This design comes from an exercise in tuning for small area and a short achievable clock period on the open sky130 flow, not from production work.
Function was checked by simulation only, so behaviour that the tests miss may differ from the original.
Power and IR drop assume default switching activity.

--- design/flow/config.mk ---
export PLATFORM = sky130hd
export DESIGN_NAME = led_matrix_top
export DESIGN_NICKNAME = led_matrix_top
export VERILOG_FILES = /design/flow/design.v
export SDC_FILE = /design/flow/constraint.sdc
export NUM_CORES = 4
export LEC_CHECK = 0
export CAP_MARGIN = 20
export CORE_MARGIN = 2
export CORE_UTILIZATION = 70
export CTS_CLUSTER_DIAMETER = 70
export CTS_CLUSTER_SIZE = 25
export PLACE_DENSITY = 0.8
export SLEW_MARGIN = 20
export SYNTH_MEMORY_MAX_BITS = 16384
--- design/flow/constraint.sdc ---
create_clock -name core_clock -period 16.0 [get_ports {CLK}]
set_input_delay 3.2000 -clock core_clock [delete_from_list [all_inputs] [get_ports {CLK}]]
set_output_delay 3.2000 -clock core_clock [all_outputs]
set_load 0.01 [all_outputs]
--- design/flow/design.v ---
package led_matrix_pkg;
	localparam int LATCH_BITS  = 769;      
	localparam int GS_CHANNELS = 48;       
	localparam int GS_BITS     = 16;       
endpackage
module led_matrix_top #(
	parameter int NUM_LINES   = 4,
	parameter int NUM_DRIVERS = 2
) (
	input  logic                          CLK,
	input  logic                          reset,
	input  logic                          pix_we,
	input  logic [5:0]                    pix_line,
	input  logic [2:0]                    pix_driver,
	input  logic [5:0]                    pix_channel,
	input  logic [15:0]                   pix_value,
	input  logic [55:0]                   ctrl_cfg,
	input  logic                          frame_start,
	output logic [NUM_LINES-1:0]          sdo,
	output logic                          sclk,
	output logic                          lat,
	output logic                          busy
);
	localparam int CH  = led_matrix_pkg::GS_CHANNELS;
	localparam int NW  = NUM_DRIVERS * CH;            
	localparam int TOP = led_matrix_pkg::LATCH_BITS - 1;
	logic       setup_q, low_q;
	logic       nhi_q, nlt_q, nbz_q;
	logic       drv_q;       
	logic       ctrl_q;      
	logic       sel_q;       
	logic       last_q;      
	logic [3:0] b_q;         
	logic [9:0] nx_q;        
	logic [4:0] m21_q;       
	wire hi = !nhi_q;
	wire lt = !nlt_q;
	wire bz = !nbz_q;
	logic setup_d, low_d, hi_d, lt_d, bz_d;
	always_comb begin
		if (reset) begin
			setup_d = 1'b1;
			low_d   = 1'b0;
			hi_d    = 1'b0;
			lt_d    = 1'b0;
			bz_d    = 1'b1;
		end else begin
			setup_d = (!bz && frame_start) || (hi && last_q && drv_q);
			low_d   = setup_q || (hi && !last_q);
			hi_d    = low_q;
			lt_d    = hi && last_q && !drv_q;
			bz_d    = bz ? !lt : frame_start;
		end
	end
	always_ff @(posedge CLK) begin
		setup_q <= setup_d;
		low_q   <= low_d;
		nhi_q   <= !hi_d;
		nlt_q   <= !lt_d;
		nbz_q   <= !bz_d;
		sclk    <= hi_d;
		lat     <= lt_d;
		busy    <= bz_d;
	end
	always_ff @(posedge CLK) begin
		if (reset) begin
			ctrl_q <= 1'b1;
			drv_q  <= 1'b1;
		end else begin
			if (lt)
				ctrl_q <= 1'b0;
			if (!bz)
				drv_q <= 1'b1;
			else if (hi && last_q)
				drv_q <= 1'b0;
		end
	end
	always_ff @(posedge CLK) begin
		if (setup_q) begin
			sel_q  <= 1'b1;
			last_q <= 1'b0;
			b_q    <= 4'(TOP);
			nx_q   <= 10'(TOP - 1);
			m21_q  <= 5'((TOP - 1) % 21);
		end else if (hi) begin
			sel_q  <= 1'b0;
			last_q <= (nx_q == '0);
			b_q    <= nx_q[3:0];
			nx_q   <= nx_q - 1'b1;
			m21_q  <= (m21_q == 5'd0) ? 5'd20 : m21_q - 1'b1;
		end
	end
	logic [NUM_LINES-1:0] wle_q, wlh_q;
	logic                 wd_q;
	logic [5:0]           wc_q;
	logic [15:0]          wv_q;
	always_ff @(posedge CLK) begin
		for (int l = 0; l < NUM_LINES; l++) begin
			wle_q[l] <= pix_we && (pix_line == 6'(l)) && (pix_driver[2:1] == '0);
			wlh_q[l] <= !(pix_we && (pix_line == 6'(l)) && (pix_driver[2:1] == '0));
		end
		wd_q <= pix_driver[0];
		wc_q <= pix_channel;
		wv_q <= pix_value;
	end
	logic [NUM_LINES*NW*16-1:0] mem;
	logic [NW-1:0] wsel;    
	logic [NW-1:0] rsel;    
	for (genvar w = 0; w < NW; w++) begin : g_wsel
		assign wsel[w] = (wd_q == 1'(w / CH)) && (wc_q == 6'(w % CH));
		assign rsel[w] = (drv_q == 1'(w / CH)) && (nx_q[9:4] == 6'(w % CH));
	end
	for (genvar l = 0; l < NUM_LINES; l++) begin : g_line
		for (genvar w = 0; w < NW; w++) begin : g_word
			wire ld = wle_q[l] && wsel[w];
			wire hd = wlh_q[l] || !wsel[w];
			always_ff @(posedge CLK)
				mem[(l*NW+w)*16 +: 16] <= ({16{ld}} & wv_q) | ({16{hd}} & mem[(l*NW+w)*16 +: 16]);
		end
	end
	logic [20:0] dc_grp;
	logic [34:0] misc;
	logic        cbit_q;
	assign dc_grp = {ctrl_cfg[41:35], ctrl_cfg[48:42], ctrl_cfg[55:49]};
	assign misc   = {ctrl_cfg[0], ctrl_cfg[1], ctrl_cfg[2], ctrl_cfg[3], ctrl_cfg[4],
	                 ctrl_cfg[11:5], ctrl_cfg[18:12], ctrl_cfg[25:19],
	                 ctrl_cfg[28:26], ctrl_cfg[31:29], ctrl_cfg[34:32]};
	always_ff @(posedge CLK) begin
		logic [9:0] off;
		off = nx_q - 10'd336;
		if (nx_q < 10'd336)
			cbit_q <= dc_grp[m21_q];
		else if (nx_q < 10'd371)
			cbit_q <= misc[off[5:0]];
		else
			cbit_q <= 1'b0;
	end
	logic [NUM_LINES*16-1:0] rw_q;
	for (genvar l = 0; l < NUM_LINES; l++) begin : g_rd
		for (genvar b = 0; b < 16; b++) begin : g_rb
			logic [NW-1:0] col;
			for (genvar w = 0; w < NW; w++) begin : g_rw
				assign col[w] = rsel[w] & mem[(l*NW+w)*16 + b];
			end
			always_ff @(posedge CLK)
				rw_q[l*16 + b] <= |col;
		end
		always_ff @(posedge CLK)
			sdo[l] <= sel_q ? ctrl_q : (ctrl_q ? cbit_q : rw_q[l*16 + b_q]);
	end
endmodule
--- design/flow/flow/run.sh ---
#!/bin/bash
# The standard layout (standard.sh) with two changes:
#  - port buffers are buf_4 cells instead of the default pick
#  - after placement, timing repair aims for a setup margin, so the
#    critical paths are sized for the period the design can reach
set -euo pipefail
PORTBUF="BUFFER_PORTS_ARGS=-buffer_cell sky130_fd_sc_hd__buf_4"
bash standard.sh "$PORTBUF" place > run_place.log 2>&1
bash standard.sh "$PORTBUF" SETUP_SLACK_MARGIN=11.6 finish > run_finish.log 2>&1
--- design/flow/standard.sh ---
#!/bin/bash
# synth_recipe.tcl (not shown) runs the flow's synth.tcl, then flattens the netlist and writes it again
# the make line also repeats each setting of config.mk as NAME=value (left out here)
make -C /OpenROAD-flow-scripts/flow DESIGN_CONFIG=/design/flow/config.mk WORK_HOME=/design/flow/orfs CLKGATE_MAP_FILE= SYNTH_SCRIPT=/design/flow/synth_recipe.tcl "${@:-finish}"
==> impl_metrics.py, run 1 <==
metrics = {
    "synthesis": {
        "synth_edf_count": 0,
        "yosysWarnings": 1,
        "yosysTopAreaCell": "dfxtp_1",
        "syn_nets": 21540,
        "synth_xor_area_share_pct": 0.0302,
        "synth-simple-area-share_pct": 6.89,
        "ys_top_cells_by_area": "dfxtp_1, a22o_1, a22oi_1, clkbuf_1, nand4_1",
        "ys_async_sr_fraction_pct": 0,
        "syn_area_um2": 232000,
        "muxShareOfSynthArea_pct": 0.859,
        "synth_top_family_by_area": "compound AO/OA/AOI/OAI gates",
        "synth_seq_cells": 6275,
        "syn_inst": 21440,
        "synth-compound-area-share_pct": 32.9,
        "synth_seq_area_share_pct": 54.1,
        "yosysUniqueCellTypes": 73,
        "synthAdderAreaFrac_pct": 0.0485,
        "yosysTopAreaCellShare_pct": 54.1,
        "avgSynthCellArea_um2": 10.8,
        "ys.flop_type": "dfxtp_1",
    },
    "placement": {
        "place_congestion": 1.25,
        "dpl.hpwl_um": 873000,
        "dp.cells": 23548,
        "dp_slack_ps": 10940,
        "post_dp_cell_area_um2": 234000,
        "io_buffers": 97,
    },
    "status": {
        "lastStage": "global routing (5_1_grt)",
        "stop_error": "[ERROR GRT-0116] Global routing finished with congestion. Check the congestion regions in the DRC Viewer.",
        "outcome": "did not finish",
    },
    "global_routing": {
        "gr-total-overflow": 71,
        "grt_pass1_vias": 230354,
        "grt.total_usage_pct": 90.0,
        "grt_max_degree": 166,
        "grt_first_pass_wirelength_um": 2100000,
    },
    "clocking": {
        "cts_num_sinks": 6275,
        "cts_max_level": 5,
        "cts_root_buffer": "clkbuf_16",
        "cts_buffers": 297,
        "clockBufferDepth": 4,
        "cts_hold_buf": 0,
    },
    "die": {
        "start_util_pct": 70.3,
        "rows": 211,
        "fp.dieW_um": 580,
        "pin_count": 98,
        "die_height_um": 580,
    },
}
==> power groups by stage <==
stage               Sequential, mW  Clock, mW  Combinational, mW
floorplan                     16.0          0              0.250
global placement              16.0          0              0.404
detailed placement            16.0          0              0.408
CTS                           15.7       8.68              0.410
==> cells by family after synthesis <==
kind of cell	Yosys count
xor+xnor	8
mux	150
flops	6275
compound gates	9080
simple gates	2760
fa+ha+maj	9
buf+inv	3158
==> layer usage <==
| metal | GRT overflow | GRT usage [%] |
|---|---|---|
| met1 | 6 | 91.8 |
| met2 | 20 | 95.4 |
| met3 | 10 | 85.1 |
| met4 | 32 | 85.0 |
| met5 | 3 | 72.8 |
==> cells in the mapped netlist, types with 9 or more instances <==
master	count
mux2i_1	52
nor4_1	156
mux4_2	33
nand2_1	243
or3_1	387
inv_1	22
and2_1	394
dfxtp_1	6275
a2111oi_0	129
ha_1	9
nor2b_1	14
nor3_1	99
or4_1	23
a222oi_1	24
a32oi_1	56
a22oi_1	2483
nand2b_1	17
and3_1	417
nand4_1	504
nand3_1	224
a22o_1	6285
clkbuf_1	2874
and4_1	13
nor4bb_1	11
nor2_1	202
mux2_2	65
buf_1	111
a21oi_1	21
buf_2	132
o21ai_0	16
a221oi_1	21
buf_6	11
==> worst min path at each step <==
stage | end | cells past startpoint | start
after global placement | nhi_q | 1 | low_q
after floorplan | nhi_q | 1 | low_q
after CTS | nhi_q | 1 | low_q
after detailed placement | nhi_q | 1 | low_q
==> repair_timing <==
item                       in CTS
setup buffers                   2
gates resized for setup        41
pin swaps                       3
setup endpoints to repair      68
cloned                          2
==> run 2, diff against run 1 <==
--- a/design/flow/design.v
+++ b/design/flow/design.v
@@ -90,32 +90,33 @@
 			m21_q  <= (m21_q == 5'd0) ? 5'd20 : m21_q - 1'b1;
 		end
 	end
-	logic [NUM_LINES-1:0] wle_q, wlh_q;
-	logic                 wd_q;
-	logic [5:0]           wc_q;
-	logic [15:0]          wv_q;
+	logic [NUM_LINES*NUM_DRIVERS-1:0] wle_q;
+	logic [5:0]  wca_q;     
+	logic [7:0]  wcb_q;     
+	logic [15:0] wv_q;
 	always_ff @(posedge CLK) begin
-		for (int l = 0; l < NUM_LINES; l++) begin
-			wle_q[l] <= pix_we && (pix_line == 6'(l)) && (pix_driver[2:1] == '0);
-			wlh_q[l] <= !(pix_we && (pix_line == 6'(l)) && (pix_driver[2:1] == '0));
-		end
-		wd_q <= pix_driver[0];
-		wc_q <= pix_channel;
+		for (int l = 0; l < NUM_LINES; l++)
+			for (int d = 0; d < NUM_DRIVERS; d++)
+				wle_q[l*NUM_DRIVERS+d] <= pix_we && (pix_line == 6'(l)) && (pix_driver == 3'(d));
+		for (int a = 0; a < 6; a++)
+			wca_q[a] <= (pix_channel[5:3] == 3'(a));
+		for (int b = 0; b < 8; b++)
+			wcb_q[b] <= (pix_channel[2:0] == 3'(b));
 		wv_q <= pix_value;
 	end
 	logic [NUM_LINES*NW*16-1:0] mem;
-	logic [NW-1:0] wsel;    
 	logic [NW-1:0] rsel;    
-	for (genvar w = 0; w < NW; w++) begin : g_wsel
-		assign wsel[w] = (wd_q == 1'(w / CH)) && (wc_q == 6'(w % CH));
+	for (genvar w = 0; w < NW; w++) begin : g_rsel
 		assign rsel[w] = (drv_q == 1'(w / CH)) && (nx_q[9:4] == 6'(w % CH));
 	end
 	for (genvar l = 0; l < NUM_LINES; l++) begin : g_line
 		for (genvar w = 0; w < NW; w++) begin : g_word
-			wire ld = wle_q[l] && wsel[w];
-			wire hd = wlh_q[l] || !wsel[w];
+			localparam int E = l * NUM_DRIVERS + w / CH;
+			localparam int A = (w % CH) / 8;
+			localparam int B = (w % CH) % 8;
 			always_ff @(posedge CLK)
-				mem[(l*NW+w)*16 +: 16] <= ({16{ld}} & wv_q) | ({16{hd}} & mem[(l*NW+w)*16 +: 16]);
+				if (wle_q[E] && wca_q[A] && wcb_q[B])
+					mem[(l*NW+w)*16 +: 16] <= wv_q;
 		end
 	end
 	logic [20:0] dc_grp;
--- a/design/flow/config.mk
+++ b/design/flow/config.mk
@@ -7,9 +7,9 @@
 export LEC_CHECK = 0
 export CAP_MARGIN = 20
 export CORE_MARGIN = 2
-export CORE_UTILIZATION = 70
+export CORE_UTILIZATION = 40
 export CTS_CLUSTER_DIAMETER = 70
 export CTS_CLUSTER_SIZE = 25
-export PLACE_DENSITY = 0.8
+export PLACE_DENSITY = 0.55
 export SLEW_MARGIN = 20
 export SYNTH_MEMORY_MAX_BITS = 16384
==> impl_metrics.py, run 2 <==
metrics = {
    "sta": {
        "period_minus_slack_ps": 4770,
        "rsz0062_at_grt": "yes",
        "finalHoldViolCount": 0,
        "tightestPinTransition_ps": 1380,
        "finalSetupViolations": 0,
        "setup_tns_ps": 0,
        "timing.fmax_ghz": 0.210,
        "slew_headroom_pct": 7.89,
        "final_max_slew_viol_count": 0,
        "setup_ws_ps": 11230,
        "finalCritPeriodShare_pct": 29.8,
        "clock_skew_ps": 163,
    },
    "synthesis": {
        "yosysUniqueCellTypes": 75,
        "syn_inst": 12522,
        "avgSynthCellArea_um2": 18.3,
        "synth_seq_cells": 6282,
        "ys.flop_type": "edfxtp_1",
        "synthTopCellsByCount": "edfxtp_1, a22oi_1, and3_1, clkbuf_1, nand4_1",
        "synth_edf_count": 6144,
        "synth.most_common_cell": "edfxtp_1",
        "syn_nets": 12622,
        "yosysTopAreaCell": "edfxtp_1",
        "yosysTopAreaCellShare_pct": 80.5,
        "yosysWarnings": 1,
        "synth_seq_area_share_pct": 81.7,
        "ys_top_cells_by_area": "edfxtp_1, a22oi_1, and3_1, nand4_1, dfxtp_1",
        "ys_async_sr_fraction_pct": 0,
        "syn_area_um2": 229000,
    },
    "drt": {
        "drcViolationCount": 0,
        "ant_nets": 0,
        "wirelength_um": 1220000,
        "drtPass1Iterations": 7,
        "vias_per_cell": 7.86,
        "drtIter0Drc": 46007,
        "routed-via-count": 166224,
        "wire_per_inst_um": 57.5,
    },
    "worst_hold_path": {
        "hold_path.class": "reg -> reg",
    },
    "clocking": {
        "cts_root_buffer": "clkbuf_16",
        "cts_tree": "done",
        "clock_latency_ps": 1140,
        "cts_buffers": 396,
        "cts_num_sinks": 6282,
        "path_clk_slew_ps": 90,
        "cts_max_level": 5,
        "clockBufferDepth": 4,
        "cts_hold_buf": 0,
    },
    "placement": {
        "place_congestion": 0.957,
        "io_buffers": 97,
        "dpl.hpwl_um": 684000,
        "post_dp_cell_area_um2": 244000,
        "dp_slack_ps": 10830,
    },
    "die": {
        "die_area_um2": 579000,
        "core_area_um2": 570000,
        "pin_count": 98,
        "die_height_um": 761,
        "rows": 277,
        "start_util_pct": 40.2,
        "fp.dieW_um": 761,
    },
    "power": {
        "p_switching_mw": 6.91,
        "power_density_nw_per_um2": 117,
        "pwr-share-comb_pct": 1.3,
        "swShare_pct": 22.9,
        "total_power_mw": 30.2,
        "p_clk_share_pct": 38.8,
        "power.leakage_nw": 84.4,
        "ir_worst_vdd_mv": 0.105,
        "intPower_mw": 23.3,
        "power_frac_seq_pct": 59.8,
    },
    "status": {
        "outcome": "finished clean",
    },
    "final_layout": {
        "most-common-layout-cells": "edfxtp_1, a22oi_1, and3_1, buf_4, nand4_1",
        "top_register": "mem",
        "num-fill-cells": 48538,
        "largest_reg_flops": 6144,
        "design_area_um2": 259000,
        "final_common_cell": "edfxtp_1",
        "syn_to_final_growth_pct": 13.1,
        "nets": 13140,
        "drive_gt1_share_pct": 15.6,
        "reg_top3": "mem: 6144 flops, rw_q: 64 flops, wv_q: 16 flops",
    },
    "worst_setup_path": {
        "crit_arrival_ps": 1570,
        "end_kind": "primary output",
        "crit_required_ps": 12800,
        "cp-start-kind": "register",
        "crit_type": "reg -> out",
        "path_cells": "buf_6",
        "crit_buf_inv": 1,
        "cp_top_family": "flip-flops",
        "path_max_fanout": 1,
        "cp_slowest_stage_delay_ps": 330,
        "cp_slowest_cell": "dfxtp_2",
    },
    "global_routing": {
        "grt_first_pass_wirelength_um": 1520000,
        "grt_max_degree": 166,
        "grt.total_usage_pct": 40.5,
        "gr-total-overflow": 0,
        "antenna_found_initial": 219,
        "grt_pass1_vias": 139302,
    },
    "job": {
        "maxCapViolCount": 0,
    },
}
==> run 2: cell type report <==
class	instances	area (um2)	area share, %
Sequential cell	6282	187000	72.3
Multi-Input combinational cell	5354	39700	15.3
Tap cell	7533	9430	3.64
Inverter	18	71.3	0.0275
Timing Repair Buffer	988	8060	3.11
Antenna cell	247	618	0.238
Clock buffer	418	10100	3.91
Clock inverter	313	3860	1.49
==> run 2: metal layers <==
layer  wire [um]  GRT usage (%)  vias up  part of all wire, %
met5         840          0.623        -                0.069
met4      119000           31.3       64                  9.8
met3      234000           20.4     5795                   19
met2      484000           54.4    22635                   40
met1      378000           49.0    83573                   31
li1            -              -    54157                    -
==> run 2: power groups by stage <==
stage	Combinational (mW)	Clock, mW	Sequential, mW
2_1_floorplan	0.0373	0	18.6
3_3_place_gp	0.360	0	18.5
3_5_place_dp	0.368	0	18.5
4_1_cts	0.368	11.6	18.1
5_1_grt	0.389	12.1	18.1
6_report	0.404	11.7	18.1
==> run 2: path summary, 6_finish.rpt <==
| kind | startpoint | end | slack, ps | cells after the start |
|---|---|---|---|---|
| worst max-delay path | sdo[1] | sdo[1] | 11230 | 1 |
| worst max register to register | nx_q[8] | rw_q[36] | 11230 | 9 |
| worst min-delay path | low_q | nhi_q | 410 | 1 |
| worst min register to register | low_q | nhi_q | 410 | 1 |
==> run 2: timing repair <==
item                       4_1_cts  5_1_grt
buffers inserted                23       11
setup endpoints to repair       71      138
hold endpoints to repair         0        0
gates cloned                     1        1
pin swaps                       17       11
resized for setup               91       76
==> run 2: cells by family after synthesis <==
group | after synthesis | synth area share, %
multiplexers | 55 | 0.422
XOR/XNOR | 8 | 0.0306
buffers and inverters | 887 | 1.67
AND/OR/NAND/NOR | 2411 | 6.26
AO/OA/AOI/OAI | 2870 | 9.83
flip-flops | 6282 | 81.7
adder cells (fa/ha/maj) | 9 | 0.0492
==> run 2: metrics by stage <==
step	std cells	hold slack [ps]	util [%]
final	21153	407	45.5
after global routing	20934	419	45.4
after CTS	20892	407	45.3
after detailed placement	20137	388	42.7
after global placement	20127	385	42.7
after floorplan	12522	377	-

## port drivers added, routing unchanged
No port has a modelled driver above. Below, the same layout with a new extraction and two added sets of constraints. Step 1 sets driving cells, clkbuf_16 on the clock port and buf_2 on the other inputs (assumed; they add their load-dependent delay and slew). Step 2, shift: input delay + t, output delay - t, t = (earliest + latest rising clock arrival at the registers) / 2. This alone moves slack from input paths to output paths. a / b / c = ideal ports / drivers / drivers and shift; a / b = the first two.
run: run 2
shift t [ns]: 1.180
setup slack, ns: 11.228 / 11.112 / 11.154
worst hold slack (ns): 0.407 / 0.407 / 0.407
worst slew at a driven data input, ns: 0.11
After both steps setup and hold are still met in run 2. The setup slack of run 2 moves by -0.116 ns with the drivers and by -0.074 ns with both steps.
